Source: an optimization exercise on an open RTL-to-GDS flow (aim: small area, a short achievable clock period and few clock cycles per item). Production flows keep margins and buffers that such runs may drop.
At most, simulation tests tie the RTL to the original design; equivalence was not proved.
The RTL of run 1 was laid out without a check of its function.
No activity file was given, so power comes from the tool's default toggle rates.

==> flow/design.v (outline; a module is shown in full before it is edited, if it fits) <==
// module mul_fa: 11 lines
// module mul_xor2: 8 lines
// module mul_maj3: 9 lines
// module mul_ha: 10 lines
// module dadda_mul: 1832 lines
module dadda_mul
(
    input  logic        clk,
    input  logic        rst_n,
    input  logic        in_valid,
    input  logic        mode,
    input  logic [15:0] a,
    input  logic [15:0] b,
    output logic        out_valid,
    output logic [15:0] hi,
    output logic [15:0] lo
);
  // ...
==> flow/flow/run.sh <==
#!/bin/bash
# Standard ORFS layout, except that the port buffers are plain buf_1 cells
# (the default choice is a slow delay-buffer cell).
set -euo pipefail
bash standard.sh BUFFER_PORTS_ARGS="-buffer_cell sky130_fd_sc_hd__buf_1" finish > standard.log 2>&1
==> flow/standard.sh <==
#!/bin/bash
# synth_recipe.tcl (not shown) runs the flow's synth.tcl, then flattens the netlist and writes it again
# the make line also repeats each setting of config.mk as NAME=value (left out here)
make -C /OpenROAD-flow-scripts/flow DESIGN_CONFIG=/design/flow/config.mk WORK_HOME=/design/flow/orfs CLKGATE_MAP_FILE= SYNTH_SCRIPT=/design/flow/synth_recipe.tcl "${@:-finish}"
==> flow/config.mk <==
export PLATFORM = sky130hd
export DESIGN_NAME = dadda_mul
export DESIGN_NICKNAME = dadda_mul
export VERILOG_FILES = /design/flow/design.v
export SDC_FILE = /design/flow/constraint.sdc
export NUM_CORES = 4
export LEC_CHECK = 0
export ABC_AREA = 1
export CAP_MARGIN = 20
export CORE_MARGIN = 2
export CORE_UTILIZATION = 40
export CTS_CLUSTER_DIAMETER = 150
export CTS_CLUSTER_SIZE = 30
export SETUP_SLACK_MARGIN = 2.1
export SLEW_MARGIN = 20
export SYNTH_HIERARCHICAL = 1
export SYNTH_MINIMUM_KEEP_SIZE = 0
==> flow/constraint.sdc <==
create_clock -name core_clock -period 4.0 [get_ports {clk}]
set_input_delay 0.8000 -clock core_clock [delete_from_list [all_inputs] [get_ports {clk}]]
set_output_delay 0.8000 -clock core_clock [all_outputs]
set_load 0.01 [all_outputs]
==> impl_metrics.ini, run 1 <==
[status]
status = finished clean

[layout]
top_register = prod
final_common_cell = dfxtp_1
seq_share_pct = 40.3
largest_register_ffs = 32
drive_gt1_share_pct = 10.1
seq_cell_count = 261
n_all_buffers = 76
multi_input_gates = 719

[placed_design]
place_ws_ns = 1.96
placed_area_um2 = 12700

[logic_synthesis]
yosys.area_share.adder_pct = 24.5
synthMuxAreaShare_pct = 0
ys_ff_latch = 261

[floorplan]
n_tap_cell = 396
dieArea_um2 = 32000

[drt]
first_pass_iters = 5
dr.max_layer_used = met4
vias = 7586
remaining_drc_errors = 0
wl_per_cell_um = 15.6

[pwr]
p_seq_share_pct = 42.8
p_clk_mw = 1.40

[cts]
numCtsBuffers = 12
clkLatencyLatePin_ns = 0.49
cts_setup_buffers = 1
clock_path_buffers = 3

[worst_setup_path]
reg2regPathDepth = 3
cp.depth = 3
path_common_cell = fa_1
critPathSlowestCell = fa_1
cp-start-kind = register

[sta]
worst_slew_pin_slew_ns = 0.732
relSlewSlack_pct = 51.1
rsz0062_at_grt = true
fin_crit_sh_pct = 48.6
==> inputs of run 2 (changes only) <==
--- a/flow/design.v
+++ b/flow/design.v
@@ -410,257 +410,245 @@
     logic c311;
     logic s312;
     logic c313;
     logic pp63_q2;
     logic c201_q2;
     logic s202_q2;
     logic s314;
     logic c315;
-    logic s204_q2;
     logic c203_q2;
+    logic s204_q2;
     logic s316;
     logic c317;
+    logic c205_q2;
     logic s208_q2;
     logic s206_q2;
-    logic c205_q2;
     logic s318;
     logic c319;
-    logic pp84_q2;
-    logic c209_q2;
-    logic s210_q2;
     logic s320;
     logic c321;
+    logic c211_q2;
     logic s212_q2;
     logic s214_q2;
-    logic c211_q2;
     logic s322;
     logic c323;
-    logic s218_q2;
-    logic s216_q2;
     logic c213_q2;
+    logic c215_q2;
+    logic s218_q2;
     logic s324;
     logic c325;
-    logic pp123_q2;
-    logic c219_q2;
-    logic s220_q2;
     logic s326;
     logic c327;
+    logic s220_q2;
     logic s222_q2;
-    logic c217_q2;
     logic s328;
     logic c329;
-    logic s224_q2;
-    logic s226_q2;
     logic c221_q2;
+    logic c223_q2;
+    logic s224_q2;
     logic s330;
     logic c331;
+    logic c225_q2;
+    logic c227_q2;
     logic s232_q2;
-    logic s228_q2;
-    logic s230_q2;
     logic s332;
     logic c333;
-    logic c225_q2;
-    logic c227_q2;
+    logic s228_q2;
+    logic s230_q2;
     logic s334;
     logic c335;
-    logic pp144_q2;
-    logic c233_q2;
-    logic s234_q2;
     logic s336;
     logic c337;
-    logic s236_q2;
-    logic c229_q2;
     logic c231_q2;
+    logic s234_q2;
+    logic s236_q2;
     logic s338;
     logic c339;
+    logic c235_q2;
+    logic c237_q2;
     logic s238_q2;
-    logic s240_q2;
-    logic s242_q2;
     logic s340;
     logic c341;
-    logic c235_q2;
-    logic c237_q2;
+    logic s240_q2;
+    logic s242_q2;
     logic s342;
     logic c343;
+    logic s344;
+    logic c345;
     logic s248_q2;
     logic s244_q2;
     logic s246_q2;
-    logic s344;
-    logic c345;
-    logic c239_q2;
-    logic c241_q2;
-    logic c243_q2;
     logic s346;
     logic c347;
-    logic c249_q2;
-    logic s250_q2;
-    logic s252_q2;
     logic s348;
     logic c349;
+    logic s250_q2;
+    logic s252_q2;
     logic s254_q2;
-    logic c245_q2;
-    logic c247_q2;
     logic s350;
     logic c351;
+    logic s352;
+    logic c353;
     logic s256_q2;
     logic s258_q2;
     logic s260_q2;
-    logic s352;
-    logic c353;
-    logic c251_q2;
-    logic c253_q2;
-    logic c255_q2;
     logic s354;
     logic c355;
+    logic s356;
+    logic c357;
     logic s262_q2;
     logic s264_q2;
     logic s266_q2;
-    logic s356;
-    logic c357;
-    logic c257_q2;
-    logic c259_q2;
-    logic c261_q2;
     logic s358;
     logic c359;
+    logic s360;
+    logic c361;
     logic s268_q2;
     logic s270_q2;
     logic s272_q2;
-    logic s360;
-    logic c361;
-    logic c263_q2;
-    logic c265_q2;
-    logic c267_q2;
     logic s362;
     logic c363;
+    logic s364;
+    logic c365;
     logic s274_q2;
     logic s278_q2;
     logic s276_q2;
-    logic s364;
-    logic c365;
-    logic c269_q2;
-    logic c271_q2;
-    logic c273_q2;
     logic s366;
     logic c367;
-    logic pp170_q2;
-    logic c275_q2;
-    logic c279_q2;
     logic s368;
     logic c369;
+    logic c277_q2;
     logic s280_q2;
     logic s282_q2;
-    logic c277_q2;
     logic s370;
     logic c371;
-    logic pp171_q2;
-    logic s284_q2;
-    logic s286_q2;
     logic s372;
     logic c373;
-    logic c281_q2;
-    logic c283_q2;
+    logic s284_q2;
+    logic s286_q2;
     logic s374;
     logic c375;
     logic c285_q2;
+    logic c287_q2;
     logic s288_q2;
-    logic s290_q2;
     logic s376;
     logic c377;
-    logic s292_q2;
-    logic s294_q2;
     logic c289_q2;
+    logic c291_q2;
+    logic s292_q2;
     logic s378;
     logic c379;
-    logic s298_q2;
     logic c293_q2;
-    logic s296_q2;
+    logic c295_q2;
+    logic s298_q2;
     logic s380;
     logic c381;
-    logic s300_q2;
-    logic s302_q2;
     logic c299_q2;
+    logic c297_q2;
+    logic s300_q2;
     logic s382;
     logic c383;
-    logic pp176_q2;
-    logic c301_q2;
-    logic c303_q2;
     logic s384;
     logic c385;
     logic pp177_q2;
-    logic s306_q2;
     logic c305_q2;
+    logic s306_q2;
     logic s386;
     logic c387;
     logic c307_q2;
     logic s308_q2;
     logic s388;
     logic c389;
-    logic s310_q2;
-    logic c309_q2;
     logic s390;
     logic c391;
     logic s392;
     logic c393;
-    logic c207_q2;
+    logic s210_q2;
+    logic s320_q2;
     logic s394;
     logic c395;
+    logic c321_q2;
     logic s396;
     logic c397;
-    logic c215_q2;
+    logic s216_q2;
     logic s398;
     logic c399;
+    logic s326_q2;
     logic s400;
     logic c401;
-    logic c223_q2;
+    logic s226_q2;
+    logic c327_q2;
     logic s402;
     logic c403;
     logic s404;
     logic c405;
+    logic s336_q2;
     logic s406;
     logic c407;
+    logic c337_q2;
     logic s408;
     logic c409;
+    logic s344_q2;
     logic s410;
     logic c411;
+    logic c345_q2;
+    logic s348_q2;
     logic s412;
     logic c413;
+    logic c349_q2;
+    logic s352_q2;
     logic s414;
     logic c415;
+    logic c353_q2;
+    logic s356_q2;
     logic s416;
     logic c417;
+    logic c357_q2;
+    logic s360_q2;
     logic s418;
     logic c419;
+    logic c361_q2;
+    logic s364_q2;
     logic s420;
     logic c421;
+    logic c365_q2;
+    logic s368_q2;
     logic s422;
     logic c423;
+    logic c369_q2;
+    logic s372_q2;
     logic s424;
     logic c425;
-    logic c287_q2;
+    logic s290_q2;
+    logic c373_q2;
     logic s426;
     logic c427;
-    logic c291_q2;
+    logic s294_q2;
     logic s428;
     logic c429;
-    logic c295_q2;
+    logic s296_q2;
     logic s430;
     logic c431;
-    logic c297_q2;
+    logic s302_q2;
     logic s432;
     logic c433;
     logic s304_q2;
+    logic s384_q2;
     logic s434;
     logic c435;
+    logic c385_q2;
     logic s436;
     logic c437;
     logic s438;
     logic c439;
+    logic s390_q2;
     logic s440;
     logic c441;
+    logic c391_q2;
     logic s392_q2;
     logic s442;
     logic c443;
     logic s444;
     logic c445;
     logic s446;
     logic c447;
     logic s448;
@@ -698,18 +686,16 @@
     logic s480;
     logic c481;
     logic s482;
     logic c483;
     logic s484;
     logic c485;
     logic p486;
     logic g487;
-    logic s200_q2;
-    logic c199_q2;
     logic p488;
     logic g489;
     logic p490;
     logic g491;
     logic p492;
     logic g493;
     logic p494;
     logic g495;
@@ -756,56 +742,49 @@
     logic s464_q3;
     logic c463_q3;
     logic p518;
     logic g519;
     logic s466_q3;
     logic c465_q3;
     logic p520;
     logic g521;
-    logic s468_q3;
-    logic c467_q3;
     logic p522;
     logic g523;
     logic s470_q3;
     logic c469_q3;
     logic p524;
     logic g525;
     logic s472_q3;
     logic c471_q3;
     logic p526;
     logic g527;
     logic s474_q3;
     logic c473_q3;
     logic p528;
     logic g529;
-    logic s476_q3;
-    logic c475_q3;
     logic p530;
     logic g531;
-    logic s478_q3;
-    logic c477_q3;
     logic p532;
     logic g533;
-    logic s480_q3;
-    logic c479_q3;
     logic p534;
     logic g535;
     logic p536;
     logic g537;
     logic p538;
     logic g539;
     logic pp23_q2;
     logic pp23_q3;
     logic g487_q2;
     logic g487_q3;
     logic G540;
     logic p486_q2;
     logic p486_q3;
     logic P541;
+    logic p488_q2;
     logic p488_q3;
     logic s198_q2;
     logic s198_q3;
     logic P542;
     logic p490_q3;
     logic s314_q3;
     logic P543;
     logic s394_q3;
@@ -827,32 +806,39 @@
     logic G552;
     logic P553;
     logic G554;
     logic P555;
     logic G556;
     logic P557;
     logic G558;
     logic P559;
+    logic g523_q3;
+    logic p522_q3;
     logic G560;
     logic P561;
     logic G562;
     logic P563;
+    logic g531_q3;
+    logic p530_q3;
     logic G564;
     logic P565;
+    logic g535_q3;
+    logic p534_q3;
+    logic g533_q3;
     logic G566;
+    logic p532_q3;
     logic P567;
-    logic g539_q3;
-    logic p538_q3;
-    logic g537_q3;
     logic G568;
+    logic p538_q3;
     logic p536_q3;
     logic P569;
     logic G570;
     logic P571;
+    logic g489_q2;
     logic g489_q3;
     logic G572;
     logic P573;
     logic g491_q3;
     logic G574;
     logic P575;
     logic G576;
     logic P577;
@@ -872,18 +858,20 @@
     logic G590;
     logic P591;
     logic G592;
     logic P593;
     logic G594;
     logic P595;
     logic G596;
     logic P597;
+    logic g537_q3;
     logic G598;
     logic P599;
+    logic G568_q3;
     logic G600;
     logic P601;
     logic G602;
     logic P603;
     logic G604;
     logic P605;
     logic G606;
     logic P607;
@@ -1267,115 +1255,115 @@
     mul_fa u_s304 (.a(pp193), .b(pp140), .ci(pp158), .s(s304), .co(c305));
     assign s306 = ~(pp194 ^ pp159);
     assign c307 = pp194 | pp159;
     mul_fa u_s308 (.a(pp195), .b(pp160), .ci(pp178), .s(s308), .co(c309));
     assign s310 = ~(pp196 ^ pp179);
     assign c311 = pp196 | pp179;
     mul_ha u_s312 (.a(pp197), .b(pp180), .s(s312), .co(c313));
     mul_fa u_s314 (.a(pp63_q2), .b(c201_q2), .ci(s202_q2), .s(s314), .co(c315));
-    mul_ha u_s316 (.a(s204_q2), .b(c203_q2), .s(s316), .co(c317));
-    mul_fa u_s318 (.a(s208_q2), .b(s206_q2), .ci(c205_q2), .s(s318), .co(c319));
-    mul_fa u_s320 (.a(pp84_q2), .b(c209_q2), .ci(s210_q2), .s(s320), .co(c321));
-    mul_fa u_s322 (.a(s212_q2), .b(s214_q2), .ci(c211_q2), .s(s322), .co(c323));
-    mul_fa u_s324 (.a(s218_q2), .b(s216_q2), .ci(c213_q2), .s(s324), .co(c325));
-    mul_fa u_s326 (.a(pp123_q2), .b(c219_q2), .ci(s220_q2), .s(s326), .co(c327));
-    mul_ha u_s328 (.a(s222_q2), .b(c217_q2), .s(s328), .co(c329));
-    mul_fa u_s330 (.a(s224_q2), .b(s226_q2), .ci(c221_q2), .s(s330), .co(c331));
-    mul_fa u_s332 (.a(s232_q2), .b(s228_q2), .ci(s230_q2), .s(s332), .co(c333));
-    mul_ha u_s334 (.a(c225_q2), .b(c227_q2), .s(s334), .co(c335));
-    mul_fa u_s336 (.a(pp144_q2), .b(c233_q2), .ci(s234_q2), .s(s336), .co(c337));
-    mul_fa u_s338 (.a(s236_q2), .b(c229_q2), .ci(c231_q2), .s(s338), .co(c339));
-    mul_fa u_s340 (.a(s238_q2), .b(s240_q2), .ci(s242_q2), .s(s340), .co(c341));
-    mul_ha u_s342 (.a(c235_q2), .b(c237_q2), .s(s342), .co(c343));
-    mul_fa u_s344 (.a(s248_q2), .b(s244_q2), .ci(s246_q2), .s(s344), .co(c345));
-    mul_fa u_s346 (.a(c239_q2), .b(c241_q2), .ci(c243_q2), .s(s346), .co(c347));
-    mul_fa u_s348 (.a(c249_q2), .b(s250_q2), .ci(s252_q2), .s(s348), .co(c349));
-    mul_fa u_s350 (.a(s254_q2), .b(c245_q2), .ci(c247_q2), .s(s350), .co(c351));
-    mul_fa u_s352 (.a(s256_q2), .b(s258_q2), .ci(s260_q2), .s(s352), .co(c353));
-    mul_fa u_s354 (.a(c251_q2), .b(c253_q2), .ci(c255_q2), .s(s354), .co(c355));
-    mul_fa u_s356 (.a(s262_q2), .b(s264_q2), .ci(s266_q2), .s(s356), .co(c357));
-    mul_fa u_s358 (.a(c257_q2), .b(c259_q2), .ci(c261_q2), .s(s358), .co(c359));
-    mul_fa u_s360 (.a(s268_q2), .b(s270_q2), .ci(s272_q2), .s(s360), .co(c361));
-    mul_fa u_s362 (.a(c263_q2), .b(c265_q2), .ci(c267_q2), .s(s362), .co(c363));
-    mul_fa u_s364 (.a(s274_q2), .b(s278_q2), .ci(s276_q2), .s(s364), .co(c365));
-    mul_fa u_s366 (.a(c269_q2), .b(c271_q2), .ci(c273_q2), .s(s366), .co(c367));
-    mul_fa u_s368 (.a(pp170_q2), .b(c275_q2), .ci(c279_q2), .s(s368), .co(c369));
-    mul_fa u_s370 (.a(s280_q2), .b(s282_q2), .ci(c277_q2), .s(s370), .co(c371));
-    mul_fa u_s372 (.a(pp171_q2), .b(s284_q2), .ci(s286_q2), .s(s372), .co(c373));
-    mul_ha u_s374 (.a(c281_q2), .b(c283_q2), .s(s374), .co(c375));
-    mul_fa u_s376 (.a(c285_q2), .b(s288_q2), .ci(s290_q2), .s(s376), .co(c377));
-    mul_fa u_s378 (.a(s292_q2), .b(s294_q2), .ci(c289_q2), .s(s378), .co(c379));
-    mul_fa u_s380 (.a(s298_q2), .b(c293_q2), .ci(s296_q2), .s(s380), .co(c381));
-    mul_fa u_s382 (.a(s300_q2), .b(s302_q2), .ci(c299_q2), .s(s382), .co(c383));
-    mul_fa u_s384 (.a(pp176_q2), .b(c301_q2), .ci(c303_q2), .s(s384), .co(c385));
-    mul_fa u_s386 (.a(pp177_q2), .b(s306_q2), .ci(c305_q2), .s(s386), .co(c387));
+    mul_ha u_s316 (.a(c203_q2), .b(s204_q2), .s(s316), .co(c317));
+    mul_fa u_s318 (.a(c205_q2), .b(s208_q2), .ci(s206_q2), .s(s318), .co(c319));
+    mul_fa u_s320 (.a(pp84), .b(c209), .ci(c207), .s(s320), .co(c321));
+    mul_fa u_s322 (.a(c211_q2), .b(s212_q2), .ci(s214_q2), .s(s322), .co(c323));
+    mul_fa u_s324 (.a(c213_q2), .b(c215_q2), .ci(s218_q2), .s(s324), .co(c325));
+    mul_fa u_s326 (.a(pp123), .b(c219), .ci(c217), .s(s326), .co(c327));
+    mul_ha u_s328 (.a(s220_q2), .b(s222_q2), .s(s328), .co(c329));
+    mul_fa u_s330 (.a(c221_q2), .b(c223_q2), .ci(s224_q2), .s(s330), .co(c331));
+    mul_fa u_s332 (.a(c225_q2), .b(c227_q2), .ci(s232_q2), .s(s332), .co(c333));
+    mul_ha u_s334 (.a(s228_q2), .b(s230_q2), .s(s334), .co(c335));
+    mul_fa u_s336 (.a(pp144), .b(c233), .ci(c229), .s(s336), .co(c337));
+    mul_fa u_s338 (.a(c231_q2), .b(s234_q2), .ci(s236_q2), .s(s338), .co(c339));
+    mul_fa u_s340 (.a(c235_q2), .b(c237_q2), .ci(s238_q2), .s(s340), .co(c341));
+    mul_ha u_s342 (.a(s240_q2), .b(s242_q2), .s(s342), .co(c343));
+    mul_fa u_s344 (.a(c239), .b(c241), .ci(c243), .s(s344), .co(c345));
+    mul_fa u_s346 (.a(s248_q2), .b(s244_q2), .ci(s246_q2), .s(s346), .co(c347));
+    mul_fa u_s348 (.a(c249), .b(c245), .ci(c247), .s(s348), .co(c349));
+    mul_fa u_s350 (.a(s250_q2), .b(s252_q2), .ci(s254_q2), .s(s350), .co(c351));
+    mul_fa u_s352 (.a(c251), .b(c253), .ci(c255), .s(s352), .co(c353));
+    mul_fa u_s354 (.a(s256_q2), .b(s258_q2), .ci(s260_q2), .s(s354), .co(c355));
+    mul_fa u_s356 (.a(c257), .b(c259), .ci(c261), .s(s356), .co(c357));
+    mul_fa u_s358 (.a(s262_q2), .b(s264_q2), .ci(s266_q2), .s(s358), .co(c359));
+    mul_fa u_s360 (.a(c263), .b(c265), .ci(c267), .s(s360), .co(c361));
+    mul_fa u_s362 (.a(s268_q2), .b(s270_q2), .ci(s272_q2), .s(s362), .co(c363));
+    mul_fa u_s364 (.a(c269), .b(c271), .ci(c273), .s(s364), .co(c365));
+    mul_fa u_s366 (.a(s274_q2), .b(s278_q2), .ci(s276_q2), .s(s366), .co(c367));
+    mul_fa u_s368 (.a(pp170), .b(c275), .ci(c279), .s(s368), .co(c369));
+    mul_fa u_s370 (.a(c277_q2), .b(s280_q2), .ci(s282_q2), .s(s370), .co(c371));
+    mul_fa u_s372 (.a(pp171), .b(c281), .ci(c283), .s(s372), .co(c373));
+    mul_ha u_s374 (.a(s284_q2), .b(s286_q2), .s(s374), .co(c375));
+    mul_fa u_s376 (.a(c285_q2), .b(c287_q2), .ci(s288_q2), .s(s376), .co(c377));
+    mul_fa u_s378 (.a(c289_q2), .b(c291_q2), .ci(s292_q2), .s(s378), .co(c379));
+    mul_fa u_s380 (.a(c293_q2), .b(c295_q2), .ci(s298_q2), .s(s380), .co(c381));
+    mul_fa u_s382 (.a(c299_q2), .b(c297_q2), .ci(s300_q2), .s(s382), .co(c383));
+    mul_fa u_s384 (.a(pp176), .b(c301), .ci(c303), .s(s384), .co(c385));
+    mul_fa u_s386 (.a(pp177_q2), .b(c305_q2), .ci(s306_q2), .s(s386), .co(c387));
     mul_ha u_s388 (.a(c307_q2), .b(s308_q2), .s(s388), .co(c389));
-    mul_ha u_s390 (.a(s310_q2), .b(c309_q2), .s(s390), .co(c391));
-    mul_ha u_s392 (.a(s312), .b(c311), .s(s392), .co(c393));
-    mul_fa u_s394 (.a(c207_q2), .b(s320), .ci(c319), .s(s394), .co(c395));
-    mul_ha u_s396 (.a(s322), .b(c321), .s(s396), .co(c397));
-    mul_fa u_s398 (.a(c215_q2), .b(s324), .ci(c323), .s(s398), .co(c399));
-    mul_fa u_s400 (.a(s328), .b(s326), .ci(c325), .s(s400), .co(c401));
-    mul_fa u_s402 (.a(c223_q2), .b(c329), .ci(s330), .s(s402), .co(c403));
-    mul_fa u_s404 (.a(s334), .b(s332), .ci(c331), .s(s404), .co(c405));
-    mul_fa u_s406 (.a(c335), .b(s336), .ci(s338), .s(s406), .co(c407));
-    mul_fa u_s408 (.a(s342), .b(s340), .ci(c337), .s(s408), .co(c409));
-    mul_fa u_s410 (.a(c343), .b(s344), .ci(s346), .s(s410), .co(c411));
-    mul_fa u_s412 (.a(s348), .b(s350), .ci(c345), .s(s412), .co(c413));
-    mul_fa u_s414 (.a(s352), .b(s354), .ci(c349), .s(s414), .co(c415));
-    mul_fa u_s416 (.a(s356), .b(s358), .ci(c353), .s(s416), .co(c417));
-    mul_fa u_s418 (.a(s360), .b(s362), .ci(c357), .s(s418), .co(c419));
-    mul_fa u_s420 (.a(s364), .b(s366), .ci(c361), .s(s420), .co(c421));
-    mul_fa u_s422 (.a(s368), .b(s370), .ci(c365), .s(s422), .co(c423));
-    mul_fa u_s424 (.a(s374), .b(c369), .ci(s372), .s(s424), .co(c425));
-    mul_fa u_s426 (.a(c287_q2), .b(c375), .ci(s376), .s(s426), .co(c427));
-    mul_fa u_s428 (.a(c291_q2), .b(s378), .ci(c377), .s(s428), .co(c429));
-    mul_fa u_s430 (.a(c295_q2), .b(s380), .ci(c379), .s(s430), .co(c431));
-    mul_fa u_s432 (.a(c297_q2), .b(s382), .ci(c381), .s(s432), .co(c433));
-    mul_fa u_s434 (.a(s304_q2), .b(s384), .ci(c383), .s(s434), .co(c435));
-    mul_ha u_s436 (.a(c385), .b(s386), .s(s436), .co(c437));
-    mul_ha u_s438 (.a(s388), .b(c387), .s(s438), .co(c439));
-    mul_ha u_s440 (.a(s390), .b(c389), .s(s440), .co(c441));
-    mul_ha u_s442 (.a(s392_q2), .b(c391), .s(s442), .co(c443));
-    mul_fa u_s444 (.a(c327), .b(s402), .ci(c401), .s(s444), .co(c445));
-    mul_ha u_s446 (.a(s404), .b(c403), .s(s446), .co(c447));
-    mul_fa u_s448 (.a(c333), .b(s406), .ci(c405), .s(s448), .co(c449));
-    mul_fa u_s450 (.a(c339), .b(s408), .ci(c407), .s(s450), .co(c451));
-    mul_fa u_s452 (.a(c341), .b(s410), .ci(c409), .s(s452), .co(c453));
-    mul_fa u_s454 (.a(c347), .b(s412), .ci(c411), .s(s454), .co(c455));
-    mul_fa u_s456 (.a(c351), .b(s414), .ci(c413), .s(s456), .co(c457));
-    mul_fa u_s458 (.a(c355), .b(s416), .ci(c415), .s(s458), .co(c459));
-    mul_fa u_s460 (.a(c359), .b(s418), .ci(c417), .s(s460), .co(c461));
-    mul_fa u_s462 (.a(c363), .b(s420), .ci(c419), .s(s462), .co(c463));
-    mul_fa u_s464 (.a(c367), .b(s422), .ci(c421), .s(s464), .co(c465));
-    mul_fa u_s466 (.a(c371), .b(s424), .ci(c423), .s(s466), .co(c467));
-    mul_fa u_s468 (.a(c373), .b(s426), .ci(c425), .s(s468), .co(c469));
-    mul_ha u_s470 (.a(s428), .b(c427), .s(s470), .co(c471));
-    mul_ha u_s472 (.a(s430), .b(c429), .s(s472), .co(c473));
-    mul_ha u_s474 (.a(s432), .b(c431), .s(s474), .co(c475));
-    mul_ha u_s476 (.a(s434), .b(c433), .s(s476), .co(c477));
-    mul_ha u_s478 (.a(s436), .b(c435), .s(s478), .co(c479));
-    mul_ha u_s480 (.a(s438), .b(c437), .s(s480), .co(c481));
+    mul_ha u_s390 (.a(c309), .b(s310), .s(s390), .co(c391));
+    mul_ha u_s392 (.a(c311), .b(s312), .s(s392), .co(c393));
+    mul_fa u_s394 (.a(s210_q2), .b(s320_q2), .ci(c319), .s(s394), .co(c395));
+    mul_ha u_s396 (.a(c321_q2), .b(s322), .s(s396), .co(c397));
+    mul_fa u_s398 (.a(s216_q2), .b(c323), .ci(s324), .s(s398), .co(c399));
+    mul_fa u_s400 (.a(c325), .b(s326_q2), .ci(s328), .s(s400), .co(c401));
+    mul_fa u_s402 (.a(s226_q2), .b(c327_q2), .ci(c329), .s(s402), .co(c403));
+    mul_fa u_s404 (.a(c331), .b(s332), .ci(s334), .s(s404), .co(c405));
+    mul_fa u_s406 (.a(c333), .b(c335), .ci(s336_q2), .s(s406), .co(c407));
+    mul_fa u_s408 (.a(c337_q2), .b(c339), .ci(s342), .s(s408), .co(c409));
+    mul_fa u_s410 (.a(c343), .b(s344_q2), .ci(c341), .s(s410), .co(c411));
+    mul_fa u_s412 (.a(c345_q2), .b(s348_q2), .ci(c347), .s(s412), .co(c413));
+    mul_fa u_s414 (.a(c349_q2), .b(s352_q2), .ci(c351), .s(s414), .co(c415));
+    mul_fa u_s416 (.a(c353_q2), .b(s356_q2), .ci(c355), .s(s416), .co(c417));
+    mul_fa u_s418 (.a(c357_q2), .b(s360_q2), .ci(c359), .s(s418), .co(c419));
+    mul_fa u_s420 (.a(c361_q2), .b(s364_q2), .ci(c363), .s(s420), .co(c421));
+    mul_fa u_s422 (.a(c365_q2), .b(s368_q2), .ci(c367), .s(s422), .co(c423));
+    mul_fa u_s424 (.a(c369_q2), .b(s372_q2), .ci(c371), .s(s424), .co(c425));
+    mul_fa u_s426 (.a(s290_q2), .b(c373_q2), .ci(c375), .s(s426), .co(c427));
+    mul_fa u_s428 (.a(s294_q2), .b(c377), .ci(s378), .s(s428), .co(c429));
+    mul_fa u_s430 (.a(s296_q2), .b(c379), .ci(s380), .s(s430), .co(c431));
+    mul_fa u_s432 (.a(s302_q2), .b(c381), .ci(s382), .s(s432), .co(c433));
+    mul_fa u_s434 (.a(s304_q2), .b(c383), .ci(s384_q2), .s(s434), .co(c435));
+    mul_ha u_s436 (.a(c385_q2), .b(s386), .s(s436), .co(c437));
+    mul_ha u_s438 (.a(c387), .b(s388), .s(s438), .co(c439));
+    mul_ha u_s440 (.a(s390_q2), .b(c389), .s(s440), .co(c441));
+    mul_ha u_s442 (.a(c391_q2), .b(s392_q2), .s(s442), .co(c443));
+    mul_fa u_s444 (.a(s330), .b(c401), .ci(s402), .s(s444), .co(c445));
+    mul_ha u_s446 (.a(c403), .b(s404), .s(s446), .co(c447));
+    mul_fa u_s448 (.a(s338), .b(c405), .ci(s406), .s(s448), .co(c449));
+    mul_fa u_s450 (.a(s340), .b(c407), .ci(s408), .s(s450), .co(c451));
+    mul_fa u_s452 (.a(s346), .b(c409), .ci(s410), .s(s452), .co(c453));
+    mul_fa u_s454 (.a(s350), .b(c411), .ci(s412), .s(s454), .co(c455));
+    mul_fa u_s456 (.a(s354), .b(c413), .ci(s414), .s(s456), .co(c457));
+    mul_fa u_s458 (.a(s358), .b(c415), .ci(s416), .s(s458), .co(c459));
+    mul_fa u_s460 (.a(s362), .b(c417), .ci(s418), .s(s460), .co(c461));
+    mul_fa u_s462 (.a(s366), .b(c419), .ci(s420), .s(s462), .co(c463));
+    mul_fa u_s464 (.a(s370), .b(c421), .ci(s422), .s(s464), .co(c465));
+    mul_fa u_s466 (.a(s374), .b(c423), .ci(s424), .s(s466), .co(c467));
+    mul_fa u_s468 (.a(s376), .b(c425), .ci(s426), .s(s468), .co(c469));
+    mul_ha u_s470 (.a(c427), .b(s428), .s(s470), .co(c471));
+    mul_ha u_s472 (.a(c429), .b(s430), .s(s472), .co(c473));
+    mul_ha u_s474 (.a(c431), .b(s432), .s(s474), .co(c475));
+    mul_ha u_s476 (.a(c433), .b(s434), .s(s476), .co(c477));
+    mul_ha u_s478 (.a(c435), .b(s436), .s(s478), .co(c479));
+    mul_ha u_s480 (.a(c437), .b(s438), .s(s480), .co(c481));
     mul_ha u_s482 (.a(s440), .b(c439), .s(s482), .co(c483));
-    mul_ha u_s484 (.a(s442), .b(c441), .s(s484), .co(c485));
+    mul_ha u_s484 (.a(c441), .b(s442), .s(s484), .co(c485));
     assign p486 = b_1_q1 ^ pp22;
     assign g487 = b_1_q1 & pp22;
-    assign p488 = s200_q2 ^ c199_q2;
-    assign g489 = s200_q2 & c199_q2;
-    assign p490 = s316 ^ c315;
-    assign g491 = s316 & c315;
+    assign p488 = c199 ^ s200;
+    assign g489 = c199 & s200;
+    assign p490 = c315 ^ s316;
+    assign g491 = c315 & s316;
     assign p492 = c317 ^ s318;
     assign g493 = c317 & s318;
-    assign p494 = s396 ^ c395;
-    assign g495 = s396 & c395;
+    assign p494 = c395 ^ s396;
+    assign g495 = c395 & s396;
     assign p496 = c397 ^ s398;
     assign g497 = c397 & s398;
-    assign p498 = s400 ^ c399;
-    assign g499 = s400 & c399;
+    assign p498 = c399 ^ s400;
+    assign g499 = c399 & s400;
     assign p500 = s446_q3 ^ c445_q3;
     assign g501 = s446_q3 & c445_q3;
     assign p502 = s448_q3 ^ c447_q3;
     assign g503 = s448_q3 & c447_q3;
     assign p504 = s450_q3 ^ c449_q3;
     assign g505 = s450_q3 & c449_q3;
     assign p506 = s452_q3 ^ c451_q3;
     assign g507 = s452_q3 & c451_q3;
@@ -1388,30 +1376,30 @@
     assign p514 = s460_q3 ^ c459_q3;
     assign g515 = s460_q3 & c459_q3;
     assign p516 = s462_q3 ^ c461_q3;
     assign g517 = s462_q3 & c461_q3;
     assign p518 = s464_q3 ^ c463_q3;
     assign g519 = s464_q3 & c463_q3;
     assign p520 = s466_q3 ^ c465_q3;
     assign g521 = s466_q3 & c465_q3;
-    assign p522 = s468_q3 ^ c467_q3;
-    assign g523 = s468_q3 & c467_q3;
+    assign p522 = s468 ^ c467;
+    assign g523 = s468 & c467;
     assign p524 = s470_q3 ^ c469_q3;
     assign g525 = s470_q3 & c469_q3;
     assign p526 = s472_q3 ^ c471_q3;
     assign g527 = s472_q3 & c471_q3;
     assign p528 = s474_q3 ^ c473_q3;
     assign g529 = s474_q3 & c473_q3;
-    assign p530 = s476_q3 ^ c475_q3;
-    assign g531 = s476_q3 & c475_q3;
-    assign p532 = s478_q3 ^ c477_q3;
-    assign g533 = s478_q3 & c477_q3;
-    assign p534 = s480_q3 ^ c479_q3;
-    assign g535 = s480_q3 & c479_q3;
+    assign p530 = s476 ^ c475;
+    assign g531 = s476 & c475;
+    assign p532 = s478 ^ c477;
+    assign g533 = s478 & c477;
+    assign p534 = s480 ^ c479;
+    assign g535 = s480 & c479;
     assign p536 = s482 ^ c481;
     assign g537 = s482 & c481;
     assign p538 = s484 ^ c483;
     assign g539 = s484 & c483;
     assign G540 = pp23_q3 & g487_q3;
     assign P541 = pp23_q3 & p486_q3;
     assign P542 = p488_q3 & s198_q3;
     assign P543 = p490_q3 & s314_q3;
@@ -1426,25 +1414,25 @@
     assign G552 = g507 | (p506 & g505);
     assign P553 = p506 & p504;
     assign G554 = g511 | (p510 & g509);
     assign P555 = p510 & p508;
     assign G556 = g515 | (p514 & g513);
     assign P557 = p514 & p512;
     assign G558 = g519 | (p518 & g517);
     assign P559 = p518 & p516;
-    assign G560 = g523 | (p522 & g521);
-    assign P561 = p522 & p520;
+    assign G560 = g523_q3 | (p522_q3 & g521);
+    assign P561 = p522_q3 & p520;
     assign G562 = g527 | (p526 & g525);
     assign P563 = p526 & p524;
-    assign G564 = g531 | (p530 & g529);
-    assign P565 = p530 & p528;
-    assign G566 = g535 | (p534 & g533);
-    assign P567 = p534 & p532;
-    assign G568 = g539_q3 | (p538_q3 & g537_q3);
+    assign G564 = g531_q3 | (p530_q3 & g529);
+    assign P565 = p530_q3 & p528;
+    assign G566 = g535_q3 | (p534_q3 & g533_q3);
+    assign P567 = p534_q3 & p532_q3;
+    assign G568 = g539 | (p538 & g537);
     assign P569 = p538_q3 & p536_q3;
     assign G570 = s198_q3 & G540;
     assign P571 = s198_q3 & P541;
     assign G572 = g489_q3 | (P542 & G540);
     assign P573 = P542 & P541;
     assign G574 = g493_q3 | (p492_q3 & g491_q3);
     assign P575 = p492_q3 & P543;
     assign G576 = G544 | (P545 & g491_q3);
@@ -1466,17 +1454,17 @@
     assign G592 = G560 | (P561 & G558);
     assign P593 = P561 & P559;
     assign G594 = g529 | (p528 & G562);
     assign P595 = p528 & P563;
     assign G596 = G564 | (P565 & G562);
     assign P597 = P565 & P563;
     assign G598 = g537_q3 | (p536_q3 & G566);
     assign P599 = p536_q3 & P567;
-    assign G600 = G568 | (P569 & G566);
+    assign G600 = G568_q3 | (P569 & G566);
     assign P601 = P569 & P567;
     assign G602 = s314_q3 & G572;
     assign P603 = s314_q3 & P573;
     assign G604 = g491_q3 | (P543 & G572);
     assign P605 = P543 & P573;
     assign G606 = G574 | (P575 & G572);
     assign P607 = P575 & P573;
     assign G608 = G576 | (P577 & G572);
@@ -1492,18 +1480,18 @@
     assign G618 = g517 | (p516 & G588);
     assign P619 = p516 & P589;
     assign G620 = G558 | (P559 & G588);
     assign P621 = P559 & P589;
     assign G622 = G590 | (P591 & G588);
     assign P623 = P591 & P589;
     assign G624 = G592 | (P593 & G588);
     assign P625 = P593 & P589;
-    assign G626 = g533 | (p532 & G596);
-    assign P627 = p532 & P597;
+    assign G626 = g533_q3 | (p532_q3 & G596);
+    assign P627 = p532_q3 & P597;
     assign G628 = G566 | (P567 & G596);
     assign P629 = P567 & P597;
     assign G630 = G598 | (P599 & G596);
     assign P631 = P599 & P597;
     assign G632 = G600 | (P601 & G596);
     assign P633 = P601 & P597;
     assign G634 = g495_q3 | (p494_q3 & G608);
     assign P635 = p494_q3 & P609;
@@ -1587,23 +1575,23 @@
     assign sum713 = p506 ^ G646;
     assign sum714 = p508 ^ G648;
     assign sum715 = p510 ^ G666;
     assign sum716 = p512 ^ G668;
     assign sum717 = p514 ^ G670;
     assign sum718 = p516 ^ G672;
     assign sum719 = p518 ^ G674;
     assign sum720 = p520 ^ G676;
-    assign sum721 = p522 ^ G678;
+    assign sum721 = p522_q3 ^ G678;
     assign sum722 = p524 ^ G680;
     assign sum723 = p526 ^ G682;
     assign sum724 = p528 ^ G684;
-    assign sum725 = p530 ^ G686;
-    assign sum726 = p532 ^ G688;
-    assign sum727 = p534 ^ G690;
+    assign sum725 = p530_q3 ^ G686;
+    assign sum726 = p532_q3 ^ G688;
+    assign sum727 = p534_q3 ^ G690;
     assign sum728 = p536_q3 ^ G692;
     assign sum729 = p538_q3 ^ G694;
     always_ff @(posedge clk or negedge rst_n)
     begin
         if (!rst_n)
             vld <= '0;
         else
             vld <= {vld[2:0], in_valid};
@@ -1650,134 +1638,120 @@
         twon142_q1 <= twon142;
         onen161_q1 <= onen161;
         b_15_q1 <= b[15];
         twon162_q1 <= twon162;
         d8181_q1 <= d8181;
         pp63_q2 <= pp63;
         c201_q2 <= c201;
         s202_q2 <= s202;
-        s204_q2 <= s204;
         c203_q2 <= c203;
+        s204_q2 <= s204;
+        c205_q2 <= c205;
         s208_q2 <= s208;
         s206_q2 <= s206;
-        c205_q2 <= c205;
-        pp84_q2 <= pp84;
-        c209_q2 <= c209;
-        s210_q2 <= s210;
+        c211_q2 <= c211;
         s212_q2 <= s212;
         s214_q2 <= s214;
-        c211_q2 <= c211;
-        s218_q2 <= s218;
-        s216_q2 <= s216;
         c213_q2 <= c213;
-        pp123_q2 <= pp123;
-        c219_q2 <= c219;
+        c215_q2 <= c215;
+        s218_q2 <= s218;
         s220_q2 <= s220;
         s222_q2 <= s222;
-        c217_q2 <= c217;
-        s224_q2 <= s224;
-        s226_q2 <= s226;
         c221_q2 <= c221;
+        c223_q2 <= c223;
+        s224_q2 <= s224;
+        c225_q2 <= c225;
+        c227_q2 <= c227;
         s232_q2 <= s232;
         s228_q2 <= s228;
         s230_q2 <= s230;
-        c225_q2 <= c225;
-        c227_q2 <= c227;
-        pp144_q2 <= pp144;
-        c233_q2 <= c233;
+        c231_q2 <= c231;
         s234_q2 <= s234;
         s236_q2 <= s236;
-        c229_q2 <= c229;
-        c231_q2 <= c231;
+        c235_q2 <= c235;
+        c237_q2 <= c237;
         s238_q2 <= s238;
         s240_q2 <= s240;
         s242_q2 <= s242;
-        c235_q2 <= c235;
-        c237_q2 <= c237;
         s248_q2 <= s248;
         s244_q2 <= s244;
         s246_q2 <= s246;
-        c239_q2 <= c239;
-        c241_q2 <= c241;
-        c243_q2 <= c243;
-        c249_q2 <= c249;
         s250_q2 <= s250;
         s252_q2 <= s252;
         s254_q2 <= s254;
-        c245_q2 <= c245;
-        c247_q2 <= c247;
         s256_q2 <= s256;
         s258_q2 <= s258;
         s260_q2 <= s260;
-        c251_q2 <= c251;
-        c253_q2 <= c253;
-        c255_q2 <= c255;
         s262_q2 <= s262;
         s264_q2 <= s264;
         s266_q2 <= s266;
-        c257_q2 <= c257;
-        c259_q2 <= c259;
-        c261_q2 <= c261;
         s268_q2 <= s268;
         s270_q2 <= s270;
         s272_q2 <= s272;
-        c263_q2 <= c263;
-        c265_q2 <= c265;
-        c267_q2 <= c267;
         s274_q2 <= s274;
         s278_q2 <= s278;
         s276_q2 <= s276;
-        c269_q2 <= c269;
-        c271_q2 <= c271;
-        c273_q2 <= c273;
-        pp170_q2 <= pp170;
-        c275_q2 <= c275;
-        c279_q2 <= c279;
+        c277_q2 <= c277;
         s280_q2 <= s280;
         s282_q2 <= s282;
-        c277_q2 <= c277;
-        pp171_q2 <= pp171;
         s284_q2 <= s284;
         s286_q2 <= s286;
-        c281_q2 <= c281;
-        c283_q2 <= c283;
         c285_q2 <= c285;
+        c287_q2 <= c287;
         s288_q2 <= s288;
-        s290_q2 <= s290;
-        s292_q2 <= s292;
-        s294_q2 <= s294;
         c289_q2 <= c289;
-        s298_q2 <= s298;
+        c291_q2 <= c291;
+        s292_q2 <= s292;
         c293_q2 <= c293;
-        s296_q2 <= s296;
-        s300_q2 <= s300;
-        s302_q2 <= s302;
+        c295_q2 <= c295;
+        s298_q2 <= s298;
         c299_q2 <= c299;
-        pp176_q2 <= pp176;
-        c301_q2 <= c301;
-        c303_q2 <= c303;
+        c297_q2 <= c297;
+        s300_q2 <= s300;
         pp177_q2 <= pp177;
-        s306_q2 <= s306;
         c305_q2 <= c305;
+        s306_q2 <= s306;
         c307_q2 <= c307;
         s308_q2 <= s308;
-        s310_q2 <= s310;
-        c309_q2 <= c309;
-        c207_q2 <= c207;
-        c215_q2 <= c215;
-        c223_q2 <= c223;
-        c287_q2 <= c287;
-        c291_q2 <= c291;
-        c295_q2 <= c295;
-        c297_q2 <= c297;
+        s210_q2 <= s210;
+        s320_q2 <= s320;
+        c321_q2 <= c321;
+        s216_q2 <= s216;
+        s326_q2 <= s326;
+        s226_q2 <= s226;
+        c327_q2 <= c327;
+        s336_q2 <= s336;
+        c337_q2 <= c337;
+        s344_q2 <= s344;
+        c345_q2 <= c345;
+        s348_q2 <= s348;
+        c349_q2 <= c349;
+        s352_q2 <= s352;
+        c353_q2 <= c353;
+        s356_q2 <= s356;
+        c357_q2 <= c357;
+        s360_q2 <= s360;
+        c361_q2 <= c361;
+        s364_q2 <= s364;
+        c365_q2 <= c365;
+        s368_q2 <= s368;
+        c369_q2 <= c369;
+        s372_q2 <= s372;
+        s290_q2 <= s290;
+        c373_q2 <= c373;
+        s294_q2 <= s294;
+        s296_q2 <= s296;
+        s302_q2 <= s302;
         s304_q2 <= s304;
+        s384_q2 <= s384;
+        c385_q2 <= c385;
+        s390_q2 <= s390;
+        c391_q2 <= c391;
         s392_q2 <= s392;
-        s200_q2 <= s200;
-        c199_q2 <= c199;
         s446_q3 <= s446;
         c445_q3 <= c445;
         s448_q3 <= s448;
         c447_q3 <= c447;
         s450_q3 <= s450;
         c449_q3 <= c449;
         s452_q3 <= s452;
         c451_q3 <= c451;
@@ -1790,56 +1764,58 @@
         s460_q3 <= s460;
         c459_q3 <= c459;
         s462_q3 <= s462;
         c461_q3 <= c461;
         s464_q3 <= s464;
         c463_q3 <= c463;
         s466_q3 <= s466;
         c465_q3 <= c465;
-        s468_q3 <= s468;
-        c467_q3 <= c467;
         s470_q3 <= s470;
         c469_q3 <= c469;
         s472_q3 <= s472;
         c471_q3 <= c471;
         s474_q3 <= s474;
         c473_q3 <= c473;
-        s476_q3 <= s476;
-        c475_q3 <= c475;
-        s478_q3 <= s478;
-        c477_q3 <= c477;
-        s480_q3 <= s480;
-        c479_q3 <= c479;
         pp23_q2 <= pp23;
         pp23_q3 <= pp23_q2;
         g487_q2 <= g487;
         g487_q3 <= g487_q2;
         p486_q2 <= p486;
         p486_q3 <= p486_q2;
-        p488_q3 <= p488;
+        p488_q2 <= p488;
+        p488_q3 <= p488_q2;
         s198_q2 <= s198;
         s198_q3 <= s198_q2;
         p490_q3 <= p490;
         s314_q3 <= s314;
         s394_q3 <= s394;
         g493_q3 <= g493;
         p492_q3 <= p492;
         p496_q3 <= p496;
         p494_q3 <= p494;
         s444_q3 <= s444;
         g499_q3 <= g499;
         p498_q3 <= p498;
-        g539_q3 <= g539;
+        g523_q3 <= g523;
+        p522_q3 <= p522;
+        g531_q3 <= g531;
+        p530_q3 <= p530;
+        g535_q3 <= g535;
+        p534_q3 <= p534;
+        g533_q3 <= g533;
+        p532_q3 <= p532;
         p538_q3 <= p538;
-        g537_q3 <= g537;
         p536_q3 <= p536;
-        g489_q3 <= g489;
+        g489_q2 <= g489;
+        g489_q3 <= g489_q2;
         g491_q3 <= g491;
         G546_q3 <= G546;
+        g537_q3 <= g537;
+        G568_q3 <= G568;
         g495_q3 <= g495;
         prod[0] <= sum698;
         prod[1] <= sum699;
         prod[2] <= sum700;
         prod[3] <= sum701;
         prod[4] <= sum702;
         prod[5] <= sum703;
         prod[6] <= sum704;
--- a/flow/config.mk
+++ b/flow/config.mk
@@ -6,12 +6,12 @@
 export NUM_CORES = 4
 export LEC_CHECK = 0
 export ABC_AREA = 1
 export CAP_MARGIN = 20
 export CORE_MARGIN = 2
 export CORE_UTILIZATION = 40
 export CTS_CLUSTER_DIAMETER = 150
 export CTS_CLUSTER_SIZE = 30
-export SETUP_SLACK_MARGIN = 2.1
+export SETUP_SLACK_MARGIN = 2.15
 export SLEW_MARGIN = 20
 export SYNTH_HIERARCHICAL = 1
 export SYNTH_MINIMUM_KEEP_SIZE = 0
==> impl_metrics.ini, run 2 <==
[status]
status = finished clean

[worst_setup_path]
r2r-start = an12_q1
crit_buf_inv = 1
slowest_delay_ns = 0.47
r2r_slack_ns = 2.09
crit_path_start = an12_q1
critPathSlowestCell = dfxtp_4
cp_top_family = adder cells
end_kind = register
path_class = register to register
cp-start-kind = register
worstPathRequired_ns = 4.37
cp_cell_sequence = buf_4 > o22ai_1 > xor2_1 > fa_2 > fa_1
arrival_ns = 2.29
crit_fanout = 9

[sta]
final-max-slew-violation-count = 0
finalHoldViolations = 0
setup_tns_ns = 0
fmax_mhz = 523
worst_slew_pin_slew_ns = 0.394
fin_crit_ns = 1.91
fin_crit_sh_pct = 47.8
final.setup.worst_slack_ns = 2.09
setup_viol_count_final = 0
relSlewSlack_pct = 73.7
fin_worst_skew_ns = 0.0198
rsz0062_at_grt = true

[drt]
vias = 7812
remaining_drc_errors = 0
wl_per_cell_um = 16.3
drt-vias-per-instance = 4.90
dr.first_iter.drc_count = 568
first_pass_iters = 5
postRouteAntennaNets = 0
routed_wl_um = 25900

[cts]
cts.reportedPaths.clkPinSlew_ns = 0.11
clock_path_buffers = 3
cts_root_buf = clkbuf_16
cts_tree = built
clock_sinks = 249
htreeDepth = 1
clkLatencyLatePin_ns = 0.49
numCtsBuffers = 12

[layout]
largest_register_ffs = 32
diodes = 0
drive_gt1_share_pct = 17.6
fillerInstances = 2708
nets = 1413
layout_common_cells = dfxtp_1 (195), xor2_1 (147), o22ai_1 (125), nand2_1 (113), inv_1 (84)
final_core_util_pct = 46.4
largestRegisters = prod x32, vld x4
final_common_cell = dfxtp_1
areaGrowthSynthToFinish_pct = 14.4
top_register = prod

[logic_synthesis]
synth_nets = 1351
netlist.area_leader.share_pct = 40.9
syn_inst = 1140
ys_warn_count = 7
seq_area_frac_synth_pct = 41.7
avgSynthCellArea_um2 = 10.5
synth-edff-count = 0
async_flop_share_pct = 1.61
yosysTopAreaCell = dfxtp_1
yosys.area_share.adder_pct = 25.0
synth-main-ff-cell = dfxtp_1
synthMuxAreaShare_pct = 0
synth_compound_area_share_pct = 8.42
yosysMostFrequentCell = dfxtp_1
synthSimpleGateAreaFrac_pct = 7.47
syn_area_um2 = 12000
ys_ff_latch = 249
synth_cell_type_count = 25
synth_top_family_by_area = adder cells
synth_common_cells = dfxtp_1 (245), xor2_1 (148), o22ai_1 (128)
synth_xor_area_share_pct = 11.6
synth.area.top_cells = dfxtp_1 (41%), fa_1 (18%), xor2_1 (11%), ha_1 (7.0%), o22ai_1 (6.7%)

[min_path]
min_path_type = primary input to asynchronous set/reset pin

[floorplan]
fp-row-count = 63
ios = 69
core_um2 = 29600
die_w_um = 177
initial_utilization_pct = 40.6
dieArea_um2 = 31400
fp.dieH_um = 177

[global_route]
antenna_found_initial = 1
grt_pass1_wl_um = 41100
grt_start_max_net_pins = 32
grt_pass1_vias = 7893
gr-usage-all-layers_pct = 16.4
grt_overflow_total = 0

[placed_design]
dp.final_hpwl_um = 17500
place_ws_ns = 1.70
port_buffers = 68
place.gp.congestion = 0.876

[run]
drv_cap = 0

[pwr]
ir_worst_vdd_mv = 0.284
power_density_nw_per_um2 = 690
leakage_nw = 5.98
==> run 2: cell count changes in the layout (fill, tap and decap cells not counted), sizes merged <==
cell / previous run / this run
clkinvlp: 0 / 1
dfxtp: 257 / 245
buf: 76 / 130
inv: 89 / 87
clkinv: 0 / 1
clkbuf: 14 / 16
==> run 2: what timing repair did <==
item | 4_1_cts | 5_1_grt
endpoints found under the hold margin | 0 | 0
gates resized for setup | 91 | 56
hold buffers | 0 | 0
setup buffers | 23 | 32
endpoints found under the setup margin | 87 | 38
pin swaps | 7 | 20
==> run 2: cell families after synthesis <==
kind of cell / Yosys count
fa+ha+maj: 175
simple gates: 217
compound gates: 168
buf+inv: 172
flops: 249
xor+xnor: 159
==> run 2: final timing paths <==
kind                           end  cells after the start
setup / recovery           s336_q2                      5
hold / removal              vld[3]                      1
setup reg to reg           s336_q2                      5
hold reg to reg            g487_q3                      0
max in group asynchronous   vld[1]                      1
min in group core_clock    g487_q3                      0
==> run 2: layer usage <==
metal	global-route usage [%]	wire length, µm	vias up	part of all wire, %
li1	-	-	3772	-
met1	23.0	11700	3717	45
met2	25.7	11700	264	45
met3	3.44	1980	57	7.6
met4	4.65	615	2	2.4
met5	0	18	-	0.069
==> run 2: power breakdown <==
group	internal, mW	total (mW)	switching [mW]	leakage (nW)
sequential	3.43	3.95	0.519	2.12
clock	0.605	1.38	0.777	0.173
combinational	1.86	4.13	2.27	3.69
total	5.89	9.46	3.56	5.98
==> run 2: Yosys stat by module (local to each module, per instance) <==
module | cells inside | flops+latches | copies in the design
mul_ha | 1 | 0 | 31
dadda_mul | 1002 | 249 | 1
mul_fa | 1 | 0 | 107
==> run 2: through the flow <==
| stage | hold slack [ns] | total power, mW | std cells | area, µm² |
|---|---|---|---|---|
| after floorplan | 0.310 | 6.67 | 1140 | 12300 |
| after global placement | 0.313 | 7.64 | 1523 | 12500 |
| after detailed placement | 0.312 | 7.72 | 1523 | 12500 |
| after CTS | 0.0889 | 9.30 | 1561 | 13300 |
| after global routing | 0.0957 | 10.5 | 1593 | 13700 |
| final | 0.106 | 9.46 | 1593 | 13700 |
==> run 2: area by class of cell <==
type | count | area, µm² | share of cell area [%]
Inverter | 88 | 337 | 2.45
Clock inverter | 1 | 30.0 | 0.219
Timing Repair Buffer | 132 | 783 | 5.71
Sequential cell | 249 | 5160 | 37.6
Multi-Input combinational cell | 719 | 6590 | 48.0
Clock buffer | 14 | 329 | 2.40
Tap cell | 390 | 488 | 3.56
Testbench counts of run 2, summed over its fixed seeds: cycles 16,024, items 16,000.
==> inputs of run 3 (changes only) <==
--- a/flow/config.mk
+++ b/flow/config.mk
@@ -10,6 +10,6 @@
 export CORE_MARGIN = 2
-export CORE_UTILIZATION = 40
+export CORE_UTILIZATION = 50
 export CTS_CLUSTER_DIAMETER = 150
 export CTS_CLUSTER_SIZE = 30
-export SETUP_SLACK_MARGIN = 2.15
+export SETUP_SLACK_MARGIN = 2.1
 export SLEW_MARGIN = 20
==> impl_metrics.ini, run 3 <==
[status]
status = finished clean

[logic_synthesis]
synth_common_cells = dfxtp_1 (245), xor2_1 (148), o22ai_1 (128)
avgSynthCellArea_um2 = 10.5
yosysMostFrequentCell = dfxtp_1
yosys.area_share.adder_pct = 25.0
async_flop_share_pct = 1.61
yosysTopAreaCell = dfxtp_1
synth-edff-count = 0
synthSimpleGateAreaFrac_pct = 7.47
seq_area_frac_synth_pct = 41.7
synth.area.top_cells = dfxtp_1 (41%), fa_1 (18%), xor2_1 (11%), ha_1 (7.0%), o22ai_1 (6.7%)
ys_ff_latch = 249
synthMuxAreaShare_pct = 0
synth_top_family_by_area = adder cells
synth_cell_type_count = 25
ys_warn_count = 7
synth_nets = 1351
syn_inst = 1140
synth_xor_area_share_pct = 11.6
syn_area_um2 = 12000
synth-main-ff-cell = dfxtp_1
synth_compound_area_share_pct = 8.42
netlist.area_leader.share_pct = 40.9

[pwr]
p_seq_share_pct = 42.4
ir_worst_vdd_mv = 0.372
leakage_nw = 5.89
p_total_mw = 9.30
switching_share_pct = 37.7
power_density_nw_per_um2 = 696
switchingPower_mw = 3.51
p_int_mw = 5.79
power_frac_comb_pct = 42.7
power.share.clock_pct = 15.0

[global_route]
grt_pass1_vias = 7796
antenna_found_initial = 0
grt_pass1_wl_um = 40100
grt_start_max_net_pins = 32
grt_overflow_total = 0
gr-usage-all-layers_pct = 19.7

[layout]
final_cells = 1501
drive_gt1_share_pct = 12.9
diodes = 0
nets = 1392
top_register = prod
ff_latch_area_um2 = 5140
largestRegisters = prod x32, vld x4
layout_common_cells = dfxtp_1 (203), xor2_1 (147), o22ai_1 (126), nand2_1 (117), fa_1 (98)
areaGrowthSynthToFinish_pct = 11.5
multi_input_area_um2 = 6480
largest_register_ffs = 32
fillerInstances = 2059
final_common_cell = dfxtp_1

[floorplan]
dieArea_um2 = 25200
fp.dieH_um = 159
fp-row-count = 56
die_w_um = 159
core_um2 = 23500
initial_utilization_pct = 51.1
ios = 69

[worst_setup_path]
crit_fanout = 1
r2r-start = c277_q2
worstPathRequired_ns = 4.39
arrival_ns = 2.30
path_class = register to register
end_kind = register
crit_path_start = c277_q2
cp-start-kind = register

[placed_design]
place.gp.congestion = 0.850
port_buffers = 68
placedCellCount = 1453
dp.final_hpwl_um = 17300

[drt]
remaining_drc_errors = 0
wl_per_cell_um = 16.7
vias = 7850
routed_wl_um = 25100
postRouteAntennaNets = 0
first_pass_iters = 5
drt-vias-per-instance = 5.23
dr.first_iter.drc_count = 535

[cts]
numCtsBuffers = 12
clkLatencyLatePin_ns = 0.49
cts_root_buf = clkbuf_16
postCtsHoldBufs = 0
clock_path_buffers = 3
cts_tree = built
clock_sinks = 249
htreeDepth = 1
cts.reportedPaths.clkPinSlew_ns = 0.11

[sta]
fin_crit_ns = 1.91
worst_slew_pin_slew_ns = 0.372
finalHoldViolations = 0
rsz0062_at_grt = true
setup_viol_count_final = 0
fin_crit_sh_pct = 47.8
fin_worst_skew_ns = 0.0244
setup_tns_ns = 0
final-max-slew-violation-count = 0
relSlewSlack_pct = 75.2
fmax_mhz = 523

[run]
drv_cap = 0

[min_path]
min_path_type = primary input to asynchronous set/reset pin
[run 3: power groups by stage]
stage	combinational (mW)	sequential (mW)	clock, mW
after global placement	3.60	3.99	0
final	3.97	3.94	1.39
after CTS	3.83	3.94	1.44
after floorplan	2.77	3.87	0
after global routing	4.72	4.04	1.52
after detailed placement	3.72	4.01	0
[run 3: final timing paths]
check                      cells past startpoint      end  slack [ns]
min reg2reg                                    0  pp23_q3        0.34
min in group core_clock                        0  pp23_q3        0.34
max in group asynchronous                      1   vld[0]        3.71
min                                            1   vld[3]        0.12
max reg2reg                                    4  p522_q3        2.09
max                                            4  p522_q3        2.09
[run 3: logic make-up after synthesis]
group | count (synthesis)
AOI/OAI and AO/OA | 168
xor gates and xnor gates | 159
adders and majority gates | 175
buffers and inverters | 172
DFF | 249
and+or+nand+nor | 217
[run 3: repair_timing]
action                                 4_1_cts  5_1_grt
pin swaps                                    7        4
endpoints found under the hold margin        0        0
gates resized for setup                     83       35
setup buffers                               10       23
setup endpoints to repair                   49       36
[run 3: metrics by stage]
step | setup WS (ns) | utilization (%) | hold slack [ns] | area [µm²]
3_3_place_gp | 1.69 | 52.7 | 0.313 | 12400
6_report | 2.09 | 56.9 | 0.116 | 13400
5_1_grt | 2.05 | 56.9 | 0.104 | 13400
3_5_place_dp | 1.62 | 52.7 | 0.314 | 12400
2_1_floorplan | 2.07 | - | 0.310 | 12100
4_1_cts | 2.08 | 55.4 | 0.0997 | 13000
[run 3: per-layer routing]
metal | GRT usage [%] | up-vias | share of wire, %
met1 | 28.5 | 3760 | 46
met4 | 3.42 | 0 | 1.8
li1 | - | 3736 | -
met3 | 3.71 | 44 | 8.0
met5 | 0 | - | 0
met2 | 31.1 | 310 | 44
[run 3: layout make-up]
type / count / area share [%]
repair buffers: 111 / 4.81
inverters: 88 / 2.50
well taps: 319 / 2.99
clock inverters: 1 / 0.225
flip-flops and latches: 249 / 38.5
clock buffers: 14 / 2.46
multi-input cells: 719 / 48.5
[run 3: worst max-delay path: stages (launching register included)]
cell and delay, ns:
dfxtp_2 0.34, fa_2 0.38, fa_2 0.35, fa_1 0.46
ha_1 0.28
[run 3: Yosys stat by module (local to each module, per instance)]
| module | area, µm² | cells inside | flip-flops and latches | times used |
|---|---|---|---|---|
| mul_ha | 12.5 | 1 | 0 | 31 |
| mul_fa | 20.0 | 1 | 0 | 107 |
| dadda_mul | 9460 | 1002 | 249 | 1 |
==> inputs of run 4 (changes only) <==
--- a/flow/config.mk
+++ b/flow/config.mk
@@ -10,3 +10,3 @@
 export CORE_MARGIN = 2
-export CORE_UTILIZATION = 50
+export CORE_UTILIZATION = 45
 export CTS_CLUSTER_DIAMETER = 150
==> impl_metrics.ini, run 4 <==
[drt]
first_pass_iters = 16
dr.first_iter.drc_count = 515
drt-vias-per-instance = 5.07
routed_wl_um = 25000
wl_per_cell_um = 16.4
remaining_drc_errors = 0
vias = 7740
postRouteAntennaNets = 0

[global_route]
grt_pass1_wl_um = 39600
antenna_found_initial = 0
grt_overflow_total = 0
grt_start_max_net_pins = 32
gr-usage-all-layers_pct = 17.6
grt_pass1_vias = 7720

[cts]
clock_path_buffers = 3
cts_root_buf = clkbuf_16
postCtsHoldBufs = 0
htreeDepth = 1
cts_tree = built
clkLatencyLatePin_ns = 0.48
cts.reportedPaths.clkPinSlew_ns = 0.12
clock_sinks = 249
numCtsBuffers = 12

[worst_setup_path]
path_class = register to register
cp-start-kind = register
worstPathRequired_ns = 4.38
end_kind = register
arrival_ns = 2.31
crit_fanout = 1

[layout]
final_cells = 1526
top_register = prod
largest_register_ffs = 32
largestRegisters = prod x32, vld x4
fillerInstances = 2400
drive_gt1_share_pct = 14.1
layout_common_cells = dfxtp_1 (197), xor2_1 (147), o22ai_1 (126), nand2_1 (116), fa_1 (98)
nets = 1400
ff_latch_area_um2 = 5150
diodes = 0
final_core_util_pct = 51.3
multi_input_area_um2 = 6460
final_common_cell = dfxtp_1
areaGrowthSynthToFinish_pct = 11.8

[sta]
final.setup.worst_slack_ns = 2.07
rsz0062_at_grt = true
fin_crit_ns = 1.93
fmax_mhz = 517
finalHoldViolations = 0
relSlewSlack_pct = 73.7
final-max-slew-violation-count = 0
worst_slew_pin_slew_ns = 0.394
fin_worst_skew_ns = 0.0201
fin_crit_sh_pct = 48.3
setup_viol_count_final = 0
setup_tns_ns = 0

[logic_synthesis]
syn_area_um2 = 12000
synth_cell_type_count = 25
netlist.area_leader.share_pct = 40.9
synth_nets = 1351
async_flop_share_pct = 1.61
yosysTopAreaCell = dfxtp_1
synth_common_cells = dfxtp_1 (245), xor2_1 (148), o22ai_1 (128)
syn_inst = 1140
ys_ff_latch = 249
ys_warn_count = 7
synth-edff-count = 0
avgSynthCellArea_um2 = 10.5
synth-main-ff-cell = dfxtp_1
synth.area.top_cells = dfxtp_1 (41%), fa_1 (18%), xor2_1 (11%), ha_1 (7.0%), o22ai_1 (6.7%)
yosysMostFrequentCell = dfxtp_1
seq_area_frac_synth_pct = 41.7

[placed_design]
dp.final_hpwl_um = 17900
port_buffers = 68
place_ws_ns = 1.75
placedCellCount = 1471
place.gp.congestion = 0.930

[pwr]
leakage_nw = 5.91
p_int_mw = 5.81
power_density_nw_per_um2 = 694
power_frac_comb_pct = 42.6
p_seq_share_pct = 42.5
ir_worst_vdd_mv = 0.275
switchingPower_mw = 3.49
power.share.clock_pct = 14.9
switching_share_pct = 37.5

[floorplan]
core_um2 = 26100
die_w_um = 167
fp.dieH_um = 167
dieArea_um2 = 28000
ios = 69
fp-row-count = 59
initial_utilization_pct = 45.9

[run]
drv_cap = 0

[min_path]
min_path_type = primary input to asynchronous set/reset pin

[status]
status = finished clean
[run 4: cell types whose count changed in the layout (fill, tap and decap cells not counted), moves of 2 or more]
cell and change:
buf_4 +8, dfxtp_2 +4, buf_12 -3, dfxtp_4 +2
inv_1 -2, inv_2 +2, dfxtp_1 -6, nor2_2 -2
nor2_1 +2
[run 4: per-layer routing]
metal	part of all wire, %	vias to the layer above	global-route usage, %
met5	0	-	0
met4	1.9	0	4.76
met3	8.6	37	4.23
met2	45	312	27.7
met1	45	3645	24.4
li1	-	3746	-
[run 4: worst max-delay path: stages (launching register included)]
cell	delay, ns
dfxtp_2	0.34
fa_2	0.39
fa_2	0.35
fa_1	0.46
ha_1	0.28
[run 4: modules after synthesis (local to each module, per instance)]
module	area, µm²	copies in the design	cells
dadda_mul	9460	1	1002
mul_ha	12.5	31	1
mul_fa	20.0	107	1
[run 4: what timing repair did]
item                       4_1_cts  5_1_grt
gates cloned                     0        1
gates resized for setup         78       43
buffers inserted                14       24
pin swaps                        5        8
hold endpoints to repair         0        0
setup endpoints to repair       44       39
[run 4: power by group through the flow]
stage | clock network, mW | registers (mW) | logic [mW]
global placement | 0 | 3.99 | 3.59
global route | 1.53 | 4.05 | 4.66
detailed placement | 0 | 4.01 | 3.71
finish | 1.39 | 3.95 | 3.96
floorplan | 0 | 3.87 | 2.77
CTS | 1.45 | 3.95 | 3.81
[run 4: layout make-up]
| class | instances | area share, % |
|---|---|---|
| well taps | 335 | 3.13 |
| repair inverters | 1 | 0.0374 |
| clock buffers | 15 | 2.48 |
| repair buffers | 118 | 4.92 |
| flip-flops and latches | 249 | 38.5 |
| inverters | 88 | 2.49 |
| clock inverters | 1 | 0.224 |
| multi-input cells | 719 | 48.2 |
[run 4: worst paths after layout]
kind,depth (start not counted),to,from,slack (ns)
max in group asynchronous,1,vld[2],rst_n,3.71
min,1,vld[1],rst_n,0.12
max reg2reg,4,p522_q3,c277_q2,2.07
max,4,p522_q3,c277_q2,2.07
min in group core_clock,0,pp23_q3,pp23_q2,0.33
min reg2reg,0,pp23_q3,pp23_q2,0.33
[run 4: cell families after synthesis]
logic type	count (synthesis)	synth area share, %
AOI/OAI and AO/OA	168	8.42
buffers and inverters	172	5.71
xor gates and xnor gates	159	11.6
adders and majority gates	175	25.0
DFF	249	41.7
and+or+nand+nor	217	7.47
[run 4: metrics by stage]
step           power, mW  area [µm²]  hold slack, ns
2_1_floorplan       6.64       12100           0.310
3_3_place_gp        7.58       12400           0.313
3_5_place_dp        7.73       12400           0.312
4_1_cts             9.21       13000          0.0996
5_1_grt             10.2       13400           0.109
6_report            9.30       13400           0.116

-- separate check: timing with driven ports --
The results above use ideal ports. As a check the final layouts listed here were re-extracted and re-timed, cells and wires unchanged.
Step 1 (the two cells are an assumption about what drives the block):
set clk [get_ports {clk}]
set_driving_cell -lib_cell sky130_fd_sc_hd__clkbuf_16 $clk
set_driving_cell -lib_cell sky130_fd_sc_hd__buf_2 [delete_from_list [all_inputs] $clk]
Step 2 times the ports against the registers' clock, not the clock port: input delays grow and output delays shrink by t, the midpoint of the rising clock arrivals with the driver on.
Slacks: no drivers / after step 1 / after step 2; pairs: no drivers / after step 1.
| run | shift t [ns] | setup slack, ns | worst slew at a driven data input, ns | pins driven straight from the clock port |
|---|---|---|---|---|
| run 1 | 0.536 | 2.056 / 2.056 / 2.056 | 0.05 | 1 |
| run 2 | 0.528 | 2.087 / 2.087 / 2.087 | 0.04 | 1 |
| run 3 | 0.524 | 2.086 / 2.086 / 2.086 | 0.03 | 1 |
| run 4 | 0.518 | 2.067 / 2.067 / 2.067 | 0.04 | 1 |
After both steps setup and hold are still met in every run listed.
